From an optimization exercise on the open Yosys and OpenROAD flow, aimed at small area; shortcuts taken in it are not production practice.
Only simulation tests tie the RTL to the original design; equivalence was not proved.
Power and IR drop assume default switching activity.

## flow/run.sh

```bash
#!/bin/bash
# synth_recipe.tcl (not shown) runs the flow's synth.tcl, then flattens the netlist and writes it again
# the make line also repeats each setting of config.mk as NAME=value (left out here)
make -C /OpenROAD-flow-scripts/flow DESIGN_CONFIG=/design/flow/config.mk WORK_HOME=/design/flow/orfs CLKGATE_MAP_FILE= SYNTH_SCRIPT=/design/flow/synth_recipe.tcl finish
```

## flow/config.mk

```make
export PLATFORM = sky130hd
export DESIGN_NAME = branch_predictor
export DESIGN_NICKNAME = branch_predictor
export VERILOG_FILES = /design/flow/design.v
export SDC_FILE = /design/flow/constraint.sdc
export NUM_CORES = 4
export LEC_CHECK = 0
export CAP_MARGIN = 20
export CORE_MARGIN = 2
export CORE_UTILIZATION = 40
export SLEW_MARGIN = 20
```

## flow/constraint.sdc

```tcl
create_clock -name core_clock -period 8.0 [get_ports {CLK}]
set_input_delay 1.6000 -clock core_clock [delete_from_list [all_inputs] [get_ports {CLK}]]
set_output_delay 1.6000 -clock core_clock [all_outputs]
set_load 0.01 [all_outputs]
```

## flow/design.v

```verilog
`default_nettype none
package cpu_types_pkg;
  typedef logic [31:0] word_t;
  localparam int BTB_ENTRIES_DEFAULT  = 16;
  localparam int BTB_CTR_BITS_DEFAULT = 2;
endpackage
`default_nettype wire
`default_nettype none
module sat_counter #(
  parameter int WIDTH = 2
) (
  input  wire logic             CLK,
  input  wire logic             RST,
  input  wire logic             inc,
  input  wire logic             dec,
  input  wire logic             load,
  input  wire logic [WIDTH-1:0] load_val,
  output logic      [WIDTH-1:0] count
);
  localparam logic [WIDTH-1:0] c_max = '1;
  localparam logic [WIDTH-1:0] c_one = WIDTH'(1);
  logic [WIDTH-1:0] r_count;
  always_ff @(posedge CLK) begin
    if (RST) begin
      r_count <= '0;
    end else if (load) begin
      r_count <= load_val;
    end else if (inc) begin
      if (r_count != c_max) r_count <= r_count + c_one;
    end else if (dec) begin
      if (r_count != '0) r_count <= r_count - c_one;
    end
  end
  assign count = r_count;
endmodule
`default_nettype wire
`default_nettype none
import cpu_types_pkg::*;
module branch_predictor #(
  parameter int ENTRIES  = BTB_ENTRIES_DEFAULT,
  parameter int CTR_BITS = BTB_CTR_BITS_DEFAULT
) (
  input  wire logic        CLK,
  input  wire logic        RST,
  input  logic [31:0] pc,
  output logic             hit,
  output logic             pred_taken,
  output logic [31:0] pred_target,
  input  wire logic        upd_en,
  input  logic [31:0] upd_pc,
  input  wire logic        upd_taken,
  input  logic [31:0] upd_target,
  input  wire logic        flush_tbl,
  output logic             mispredict,
  output logic [31:0] upd_cnt,
  output logic [31:0] miss_cnt
);
  localparam int IDXW = $clog2(ENTRIES);
  localparam int TAGW = 30 - IDXW;
  localparam logic [CTR_BITS-1:0] c_weak_taken = CTR_BITS'(1) << (CTR_BITS - 1);
  logic              r_valid  [ENTRIES];
  logic [TAGW-1:0]   r_tag    [ENTRIES];
  logic [29:0]       r_target [ENTRIES];
  logic [CTR_BITS-1:0] w_ctr [ENTRIES];
  logic [31:0]          r_upd_cnt;
  logic [31:0]          r_miss_cnt;
  logic [IDXW-1:0] w_l_idx;
  logic [TAGW-1:0] w_l_tag;
  logic [29:0]     w_l_tgt;
  logic            w_l_hit;
  logic            w_l_taken;
  assign w_l_idx   = pc[IDXW+1:2];
  assign w_l_tag   = pc[31:IDXW+2];
  assign w_l_tgt   = r_target[w_l_idx];
  assign w_l_hit   = r_valid[w_l_idx] && (r_tag[w_l_idx] == w_l_tag);
  assign w_l_taken = w_l_hit && w_ctr[w_l_idx][CTR_BITS-1];
  assign hit         = w_l_hit;
  assign pred_taken  = w_l_taken;
  assign pred_target = w_l_taken ? {w_l_tgt, 2'b00} : pc + 32'd4;
  logic [IDXW-1:0] w_u_idx;
  logic [TAGW-1:0] w_u_tag;
  logic [29:0]     w_u_tgt;
  logic            w_u_hit;
  logic            w_u_taken;
  logic [31:0]        w_u_target;
  logic            w_mispredict;
  assign w_u_idx    = upd_pc[IDXW+1:2];
  assign w_u_tag    = upd_pc[31:IDXW+2];
  assign w_u_tgt    = r_target[w_u_idx];
  assign w_u_hit    = r_valid[w_u_idx] && (r_tag[w_u_idx] == w_u_tag);
  assign w_u_taken  = w_u_hit && w_ctr[w_u_idx][CTR_BITS-1];
  assign w_u_target = w_u_taken ? {w_u_tgt, 2'b00} : upd_pc + 32'd4;
  assign w_mispredict = upd_en &&
                        ((w_u_taken != upd_taken) ||
                         (upd_taken && (w_u_target != upd_target)));
  assign mispredict = w_mispredict;
  logic w_wr;
  logic w_hit_wr;
  logic w_alloc;
  assign w_wr     = upd_en && !flush_tbl;
  assign w_hit_wr = w_wr && w_u_hit;
  assign w_alloc  = w_wr && !w_u_hit && upd_taken;
  always_ff @(posedge CLK) begin
    if (RST) begin
      for (int i = 0; i < ENTRIES; i++) begin
        r_valid[i]  <= 1'b0;
        r_tag[i]    <= '0;
        r_target[i] <= '0;
      end
    end else if (flush_tbl) begin
      for (int i = 0; i < ENTRIES; i++) r_valid[i] <= 1'b0;
    end else if (w_alloc) begin
      r_valid[w_u_idx]  <= 1'b1;
      r_tag[w_u_idx]    <= w_u_tag;
      r_target[w_u_idx] <= upd_target[31:2];
    end else if (w_hit_wr && upd_taken) begin
      r_target[w_u_idx] <= upd_target[31:2];
    end
  end
  generate
    for (genvar gi = 0; gi < ENTRIES; gi++) begin : g_ctr
      logic w_sel;
      assign w_sel = (w_u_idx == IDXW'(gi));
      sat_counter #(
        .WIDTH (CTR_BITS)
      ) u_ctr (
        .CLK      (CLK),
        .RST      (RST),
        .inc      (w_hit_wr && upd_taken && w_sel),
        .dec      (w_hit_wr && !upd_taken && w_sel),
        .load     (w_alloc && w_sel),
        .load_val (c_weak_taken),
        .count    (w_ctr[gi])
      );
    end
  endgenerate
  always_ff @(posedge CLK) begin
    if (RST) begin
      r_upd_cnt  <= '0;
      r_miss_cnt <= '0;
    end else begin
      if (upd_en && (r_upd_cnt != '1))  r_upd_cnt  <= r_upd_cnt + 32'd1;
      if (w_mispredict && (r_miss_cnt != '1)) r_miss_cnt <= r_miss_cnt + 32'd1;
    end
  end
  assign upd_cnt  = r_upd_cnt;
  assign miss_cnt = r_miss_cnt;
endmodule
`default_nettype wire
```

==> results.tsv, run 1 <==
stage	metric	value	unit
run_status	status	finished clean	
place	gp_congestion	0.8803	
die	die_area	142600	um2
setup_path	crit_path_max_fanout	27	
setup_path	critical_path_class	in2out	
setup_path	slowest_delay	0.67	ns
clocking	clk_pin_slew_worst_paths	0.06	ns
setup_path	slowest_stage	or4_4	
setup_path	start_kind	input port	
place	port_buffers	197	
clocking	cts_tree	built	
global_route	gr-usage-all-layers	27.21	%
die	rows	137	
timing	hold_violations	0	
cells_and_area	seq_area	29150	um2
logic_synthesis	synth_warnings	3	
global_route	use_met1	37.65	%
timing	maxSlewViolCount	0	
clocking	htree_levels	3	
die	io-pin-count	200	
cells_and_area	area_growth	14.47	%
route	wl	194100	um
logic_synthesis	synth-seq-cells	1008	
route	first_pass_iters	5	
route	wl_per_cell	31.71	um
clocking	cts_sinks	1008	
route	drc	0	
power_and_ir_drop	peakVddDrop	176.6	uV
setup_path	required	6.40	ns
timing	rsz0062_at_grt	false	
clocking	clockBufferDepth	3	
route	detail-route-antenna-nets	0	
cells_and_area	fillers	12172	
global_route	antenna_found_initial	24	
logic_synthesis	mappedNetlistArea	55850	um2
clocking	clk_latency	0.77	ns
setup_path	cp_cell_sequence	buf_8 -> buf_12 -> buf_4 -> nor2b_1 -> a22oi_1 -> a21o_1 -> a221oi_1 -> a31oi_1 -> or4_4 -> nor4b_2 -> buf_4 -> mux2i_1 -> nor3_1 -> and4_1 -> buf_4 -> nor2b_1 -> clkdlybuf4s50_1	
logic_synthesis	synth_cells	4055	
global_route	grt_pass1_wl	276500	um
global_route	use_met2	41.77	%
timing	fin_skew	0.04953	ns
die	die_x	377.7	um
power_and_ir_drop	p_total	0.01283	W
cells_and_area	drive_gt1_share	23.49	%
timing	finalCritPeriodShare	97.07	%
route	dr_total_vias	37915	
clocking	post_cts_buffers	0	
timing	finalSetupTns	0	ns
global_route	use_met3	6.865	%
timing	relSlewSlack	20.29	%
job	drv_cap	0	
clocking	clock-root-buffer	clkbuf_16	
die	start_util	40.18	%
timing	setup_viol	0	
setup_path	endpoint_kind	output pin	
timing	final.min_clock_period	7.766	ns
place	hpwl	118200	um
setup_path	worst_ep_arrival_time	6.17	ns
global_route	grt-busiest-layer	met2	
logic_synthesis	syn_avg_cell_area	13.77	um2
global_route	grt_max_degree	278	
power_and_ir_drop	p_leak	23.18	nW
die	core-area	139000	um2
logic_synthesis	async_reset_ff_share	0	%
global_route	grt_pass1_vias	37619	
die	die_h	377.7	um
logic_synthesis	synth_seq_area_share	52.19	%
hold_path	hp-class	reg2reg	
clocking	hold_buffers	0	
logic_synthesis	synth_edf_count	896	
logic_synthesis	yosys_most_used_dff	edfxtp_1	
setup_path	critPathMostFrequentCell	buf_4	
cells_and_area	layout.nets	4254	
clocking	cts_buffers	113	
clocking	cts_resized	0	
power_and_ir_drop	power_density	200.8	nW/um2
timing	clock.fmax	128.8	MHz
route	first_iter_violations	5183	
timing	timing_worst_slew_pin_value	1.196	ns
cells_and_area	multi_input_area	25010	um2
logic_synthesis	synth.net_count	4166	
cells_and_area	final_common_cell	edfxtp_1	
cells_and_area	final_cell_mix	edfxtp_1 (896), mux4_2 (509), and2_1 (509)	
global_route	grt.overflow.total	0	
route	avgViaCountPerCell	6.194	
logic_synthesis	synth_cell_type_count	70	
## per-layer routing
| metal | part of all wire, % | vias up | wire [um] |
|---|---|---|---|
| met5 | 0.041 | - | 79 |
| li1 | - | 15871 | - |
| met2 | 45 | 2208 | 88150 |
| met1 | 40 | 19491 | 76940 |
| met3 | 12 | 333 | 22630 |
| met4 | 3.2 | 12 | 6269 |
## per-stage QoR
step	area, um2	utilization, %	instances	hold WS, ns	worst slack (ns)
after global routing	63920	45.98	6115	0.4978	0.01092
after global placement	60350	43.41	5904	0.4501	0.3090
after detailed placement	60350	43.41	5904	0.4607	0.2734
after CTS	63890	45.96	6111	0.4746	0.2348
final	63930	45.99	6121	0.4821	0.2342
after floorplan	55850	-	4055	0.4381	0.6956
## flip-flops by register name, summed over array words and instances (netlist names)
register	cells
r_target	480
r_tag	416
g_ctr.u_ctr.r_count	32
r_miss_cnt	32
r_upd_cnt	32
r_valid	16
## Yosys cell counts, types with 73 or more instances
library cell,instances,share of area (%)
and2_1,513,5.7
nor2_1,179,1.2
nand2_1,110,0.74
clkbuf_1,314,2.1
and3_1,417,4.7
mux4_2,509,21
mux2i_1,87,1.6
nor3_1,73,0.65
dfxtp_1,112,4.0
edfxtp_1,896,48
a21oi_1,75,0.67
## power by group
| group | leakage, nW | internal [W] | switching, W | total [W] |
|---|---|---|---|---|
| Combinational | 12.0 | 0.000710 | 0.000941 | 0.00165 |
| Sequential | 9.42 | 0.00597 | 0.000126 | 0.00610 |
| Clock | 1.75 | 0.00284 | 0.00225 | 0.00509 |
| Total | 23.2 | 0.00952 | 0.00332 | 0.0128 |
## path summary, 6_finish.rpt
check / start / endpoint / slack [ns] / depth (start not counted)
worst max-delay path: upd_pc[3] / mispredict / 0.23 / 17
worst max register to register: r_tag[14][8] / r_miss_cnt[11] / 3.08 / 14
worst min register to register: r_valid[13] / r_valid[13] / 0.48 / 1
worst min-delay path: r_valid[13] / r_valid[13] / 0.48 / 1
## critical path, delay by kind of cell
kind	cells	cell delay [ns]
buffers and inverters	6	1.74
and+or+nand+nor	6	1.67
AOI/OAI and AO/OA	4	0.87
muxes	1	0.19
## logic make-up (layout without fill, tap and decap cells)
family / after synthesis / count (layout) / synth area share [%]
compound gates: 285 / 285 / 3.558
xor+xnor: 142 / 142 / 2.227
fa+ha+maj: 10 / 10 / 0.2240
buf+inv: 446 / 626 / 3.318
flops: 1008 / 1008 / 52.19
mux: 631 / 631 / 22.79
other cells: 0 / 10 / 0
simple gates: 1533 / 1533 / 15.70
## final cells by class
class | instances | share of cell area, %
antenna | 10 | 0.03914
clock buffer | 146 | 4.754
clock inverter | 61 | 0.7789
inverter | 22 | 0.1292
multi-input combinational | 2601 | 39.13
sequential | 1008 | 45.59
tap | 1876 | 3.672
timing repair buffer | 397 | 5.909
==> run 2: changes to the inputs <==
==> flow/design.v (replaced) <==
`default_nettype none
package cpu_types_pkg;
  typedef logic [31:0] word_t;
  localparam int BTB_ENTRIES_DEFAULT  = 16;
  localparam int BTB_CTR_BITS_DEFAULT = 2;
endpackage
`default_nettype wire
`default_nettype none
module sat_counter #(
  parameter int WIDTH = 2
) (
  input  wire logic             CLK,
  input  wire logic             RST,
  input  wire logic             inc,
  input  wire logic             dec,
  input  wire logic             load,
  input  wire logic [WIDTH-1:0] load_val,
  output logic      [WIDTH-1:0] count
);
  localparam logic [WIDTH-1:0] c_max = '1;
  localparam logic [WIDTH-1:0] c_one = WIDTH'(1);
  logic [WIDTH-1:0] r_count;
  always_ff @(posedge CLK) begin
    if (RST) begin
      r_count <= '0;
    end else if (load) begin
      r_count <= load_val;
    end else if (inc) begin
      if (r_count != c_max) r_count <= r_count + c_one;
    end else if (dec) begin
      if (r_count != '0) r_count <= r_count - c_one;
    end
  end
  assign count = r_count;
endmodule
`default_nettype wire
`default_nettype none
module branch_predictor (
  input  wire logic        CLK,
  input  wire logic        RST,
  input  logic [31:0]      pc,
  output logic             hit,
  output logic             pred_taken,
  output logic [31:0]      pred_target,
  input  wire logic        upd_en,
  input  logic [31:0]      upd_pc,
  input  wire logic        upd_taken,
  input  logic [31:0]      upd_target,
  input  wire logic        flush_tbl,
  output logic             mispredict,
  output logic [31:0]      upd_cnt,
  output logic [31:0]      miss_cnt
);
  logic [15:0] r_valid;
  logic [25:0] r_tag [16];
  logic [29:0] r_tgt [16];
  logic [1:0]  r_ctr [16];
  logic [31:0] r_upd_cnt;
  logic [31:0] r_miss_cnt;
  logic [3:0]  l_idx;
  logic        l_hit, l_taken;
  logic [29:0] l_tgt;
  assign l_idx   = pc[5:2];
  assign l_hit   = r_valid[l_idx] && (r_tag[l_idx] == pc[31:6]);
  assign l_taken = l_hit && r_ctr[l_idx][1];
  assign l_tgt   = r_tgt[l_idx];
  assign hit         = l_hit;
  assign pred_taken  = l_taken;
  assign pred_target = l_taken ? {l_tgt, 2'b00} : pc + 32'd4;
  logic [3:0]  u_idx;
  logic        u_hit, u_taken;
  logic [1:0]  u_ctr;
  assign u_idx   = upd_pc[5:2];
  assign u_hit   = r_valid[u_idx] && (r_tag[u_idx] == upd_pc[31:6]);
  assign u_ctr   = r_ctr[u_idx];
  assign u_taken = u_hit && u_ctr[1];
  assign mispredict = upd_en &&
                      (u_taken ? (!upd_taken || (r_tgt[u_idx] != upd_target[31:2]) ||
                                  (upd_target[1:0] != 2'b00))
                               : upd_taken);
  logic [1:0] u_ctr_new;
  always_comb begin
    if (!u_hit)             u_ctr_new = 2'b10;
    else if (upd_taken)     u_ctr_new = (u_ctr == 2'b11) ? 2'b11 : u_ctr + 2'b01;
    else                    u_ctr_new = (u_ctr == 2'b00) ? 2'b00 : u_ctr - 2'b01;
  end
  always_ff @(posedge CLK) begin
    for (int i = 0; i < 16; i++) begin
      if (upd_en && upd_taken && (u_idx == 4'(i))) begin
        r_tag[i] <= upd_pc[31:6];
        r_tgt[i] <= upd_target[31:2];
      end
      if (upd_en && (u_hit || upd_taken) && (u_idx == 4'(i)))
        r_ctr[i] <= u_ctr_new;
    end
  end
  always_ff @(posedge CLK) begin
    for (int i = 0; i < 16; i++) begin
      if (RST || flush_tbl)
        r_valid[i] <= 1'b0;
      else if (upd_en && upd_taken && (u_idx == 4'(i)))
        r_valid[i] <= 1'b1;
    end
  end
  always_ff @(posedge CLK) begin
    if (RST) begin
      r_upd_cnt  <= '0;
      r_miss_cnt <= '0;
    end else begin
      if (upd_en && (r_upd_cnt != '1))      r_upd_cnt  <= r_upd_cnt + 32'd1;
      if (mispredict && (r_miss_cnt != '1)) r_miss_cnt <= r_miss_cnt + 32'd1;
    end
  end
  assign upd_cnt  = r_upd_cnt;
  assign miss_cnt = r_miss_cnt;
endmodule
`default_nettype wire
==> run 2 against run 1 <==
Against the previous run: now fails the layout checks on setup timing; routed wire length increased by 20%; worst hold slack improved by 0.0040 ns; clock skew decreased by 0.0065 ns; non-clock buffer count increased by 184; die area decreased by 14%; critical path type unchanged; largest cell class unchanged.
==> results.tsv, run 2 <==
stage	metric	value	unit
logic_synthesis	synth_warnings	4	
logic_synthesis	yosys_most_used_dff	edfxtp_1	
setup_path	cp-startpoint	upd_pc[2]	
timing	timing_worst_slew_pin_value	1.254	ns
setup_path	endpoint_kind	output pin	
power_and_ir_drop	peakVddDrop	160.9	uV
global_route	grt_pass1_wl	311700	um
timing	maxSlewViolCount	0	
die	core-area	118100	um2
global_route	grt_max_degree	80	
setup_path	crit_end	mispredict	
power_and_ir_drop	power_density	215.4	nW/um2
cells_and_area	layout.nets	4192	
global_route	grt.overflow.total	0	
place	dpl-instance-area	53780	um2
power_and_ir_drop	p_leak	19.17	nW
run_status	violations	setup timing	
timing	hold_violations	0	
logic_synthesis	synth_top_family_by_area	compound AO/OA/AOI/OAI gates	
route	dr_total_vias	40955	
logic_synthesis	syn_avg_cell_area	12.88	um2
setup_path	worst_ep_arrival_time	6.55	ns
place	gp_congestion	1.041	
place	port_buffers	197	
timing	finalSetupTns	-0.1467	ns
logic_synthesis	async_reset_ff_share	0	%
timing	rsz0062_at_grt	false	
cells_and_area	fin_area	57510	um2
route	drc	0	
clocking	htree_levels	3	
setup_path	crit_path_max_fanout	46	
route	first_pass_iters	9	
logic_synthesis	synth_area_leaders	edfxtp_1 (58%), a22oi_1 (5.1%), dfxtp_1 (3.4%)	
clocking	hold_buffers	0	
place	hpwl	150700	um
die	io-pin-count	200	
job	drv_cap	0	
clocking	cts_sinks	1008	
clocking	clk_pin_slew_worst_paths	0.06	ns
cells_and_area	drive_gt1_share	17.47	%
logic_synthesis	synth_xor_area_share	2.075	%
logic_synthesis	synth-adder-area-share	0.1574	%
setup_path	worst_r2r_startpoint	r_tag[7][0]	
cells_and_area	max_flop_register	r_tgt	
timing	finalCritPeriodShare	101.8	%
cells_and_area	largest_reg_flops	480	
clocking	cts_tree	built	
cells_and_area	seq_area	29470	um2
cells_and_area	area_growth	20.58	%
logic_synthesis	synth.net_count	3810	
logic_synthesis	synth_cells	3703	
logic_synthesis	synth_edf_count	928	
setup_path	start_kind	input port	
route	first_iter_violations	8088	
logic_synthesis	synth-seq-cells	1008	
timing	setup_viol	1	
setup_path	critical_path_class	in2out	
logic_synthesis	synth.area.mux_share	5.788	%
hold_path	hp-class	reg2reg	
die	die_h	349.3	um
logic_synthesis	synth_top_area_share	58.43	%
logic_synthesis	synth_cell_type_count	84	
logic_synthesis	synth_compound_area_share	17.10	%
global_route	gr-usage-all-layers	36.94	%
cells_and_area	final_cell_mix	edfxtp_1 (928), buf_4 (349), a22oi_1 (321)	
cells_and_area	fillers	10279	
die	rows	126	
place	dp_slack	-0.2713	ns
clocking	cts_buffers	107	
clocking	clock-root-buffer	clkbuf_16	
die	die_x	349.3	um
route	detail-route-antenna-nets	0	
route	avgViaCountPerCell	7.142	
timing	final.min_clock_period	8.147	ns
logic_synthesis	yosysTopAreaCell	edfxtp_1	
logic_synthesis	yosysMostFrequentCell	edfxtp_1	
logic_synthesis	mappedNetlistArea	47690	um2
cells_and_area	final_common_cell	edfxtp_1	
logic_synthesis	synth_simple_gate_area_share	9.928	%
clocking	clk_latency	0.74	ns
setup_path	r2r_end	r_miss_cnt[22]	
timing	relSlewSlack	16.39	%
setup_path	required	6.40	ns
cells_and_area	multi_input_area	17050	um2
timing	timing.hold.ws	0.4862	ns
clocking	clockBufferDepth	3	
logic_synthesis	synth_seq_area_share	61.79	%
global_route	antenna_found_initial	27	
run_status	status	failed layout checks	
setup_path	rrSetupSlack	3.53	ns
timing	final.setup.worst_slack	-0.1467	ns
timing	fin_skew	0.04299	ns
setup_path	worstRegToRegCells	13	
timing	clock.fmax	122.7	MHz
logic_synthesis	netlist_top_cells_count	edfxtp_1 (928), a22oi_1 (321), clkbuf_1 (188)	
cells_and_area	reg.largest.list	r_tgt: 480 flops, r_tag: 416 flops	
die	start_util	40.39	%
route	wl_per_cell	40.48	um
global_route	grt_pass1_vias	37921	
route	wl	232100	um
die	die_area	122000	um2
==> run 2: cell types whose count changed in the layout (fill, tap and decap cells not counted), sizes merged, moves of 66 or more <==
cell,before,now
mux4,509,17
mux2i,87,155
o21ai,29,113
o22ai,11,82
a221oi,6,85
and2,518,29
a22oi,21,321
a21oi,75,141
buf,209,389
and3,417,43
==> run 2: where the power goes <==
| part | switching, W | total, W | internal (W) |
|---|---|---|---|
| combinational | 0.000962 | 0.00143 | 0.000463 |
| clock | 0.00220 | 0.00512 | 0.00292 |
| sequential | 0.0000336 | 0.00584 | 0.00581 |
==> run 2: logic make-up after synthesis <==
family / Yosys count
simple gates: 870
xor+xnor: 113
buf+inv: 346
mux: 245
compound gates: 1115
flops: 1008
fa+ha+maj: 6
==> run 2: layer usage <==
layer | vias up | GRT usage [%] | part of all wire [%]
met5 | - | 2.521 | 0.24
met3 | 948 | 15.12 | 17
met2 | 3980 | 51.68 | 41
met4 | 25 | 22.88 | 7.2
li1 | 15833 | - | -
met1 | 20169 | 47.14 | 35
==> run 2: how the worst min path moves through the flow <==
stage / start / endpoint / slack, ns / cells past startpoint
final: r_valid[6] / r_valid[6] / 0.49 / 1
after global routing: r_valid[2] / r_valid[2] / 0.51 / 1
after CTS: r_valid[6] / r_valid[6] / 0.49 / 1
after detailed placement: r_valid[6] / r_valid[6] / 0.48 / 1
after global placement: r_valid[6] / r_valid[6] / 0.46 / 1
after floorplan: r_valid[10] / r_valid[10] / 0.45 / 1
==> run 2: cell type report <==
cell class | count | share of cell area, %
Sequential cell | 1008 | 51.24
Multi-Input combinational cell | 2349 | 29.64
Timing Repair Buffer | 581 | 9.234
Clock buffer | 128 | 4.848
Tap cell | 1536 | 3.342
Clock inverter | 74 | 1.356
Inverter | 38 | 0.2480
Antenna cell | 20 | 0.08703
==> run 2: timing repair <==
| item | 4_1_cts | 5_1_grt |
|---|---|---|
| pin swaps | 1 | 3 |
| buffers inserted | 0 | 1 |
| cloned | 0 | 0 |
| setup endpoints to repair | 33 | 30 |
| resized for setup | 8 | 11 |
==> run 2: critical path, stage by stage <==
cell	delay [ns]
buf_6	0.37
inv_1	0.19
buf_12	0.25
nand2_1	0.60
o22ai_1	0.14
nor4bb_1	0.95
nor3_1	0.10
nand4b_1	0.22
nor3b_1	0.27
buf_4	0.23
and4bb_2	0.38
mux2_2	0.44
and2_1	0.19
clkdlybuf4s50_1	0.47
==> run 2: metrics by stage <==
step	utilization, %	instances	total power [W]
final	48.70	5734	0.01239
after global routing	48.68	5723	0.01260
after CTS	48.60	5713	0.01231
after detailed placement	45.54	5511	0.007282
after global placement	45.54	5510	0.007281
after floorplan	-	3703	0.006526

separate check: timing with driven ports:
No port has a modelled driver above. Below, the same layouts with a new extraction and two added sets of constraints. Step 1: set_driving_cell puts a clkbuf_16 on CLK and a buf_2 on each other input, an assumption about the parent block. Step 2 moves the port delays by t, midway between the first and last clock arrival at a register: inputs arrive t later, outputs are due t later. That takes back most of the time a late clock gives input paths. Slacks: ideal / step 1 / step 2; pairs: ideal / step 1.
run	t, ns	setup slack, ns	worst data-port slew with drivers (ns)	cell pins on the clock port's net
run 1	0.820	0.234 / 0.183 / 0.183	0.21	1
run 2	0.798	-0.147 / -0.188 / -0.188	0.16	1
The setup slack of run 1, which loses most, moves by -0.051 ns with the drivers and by -0.051 ns with both steps.
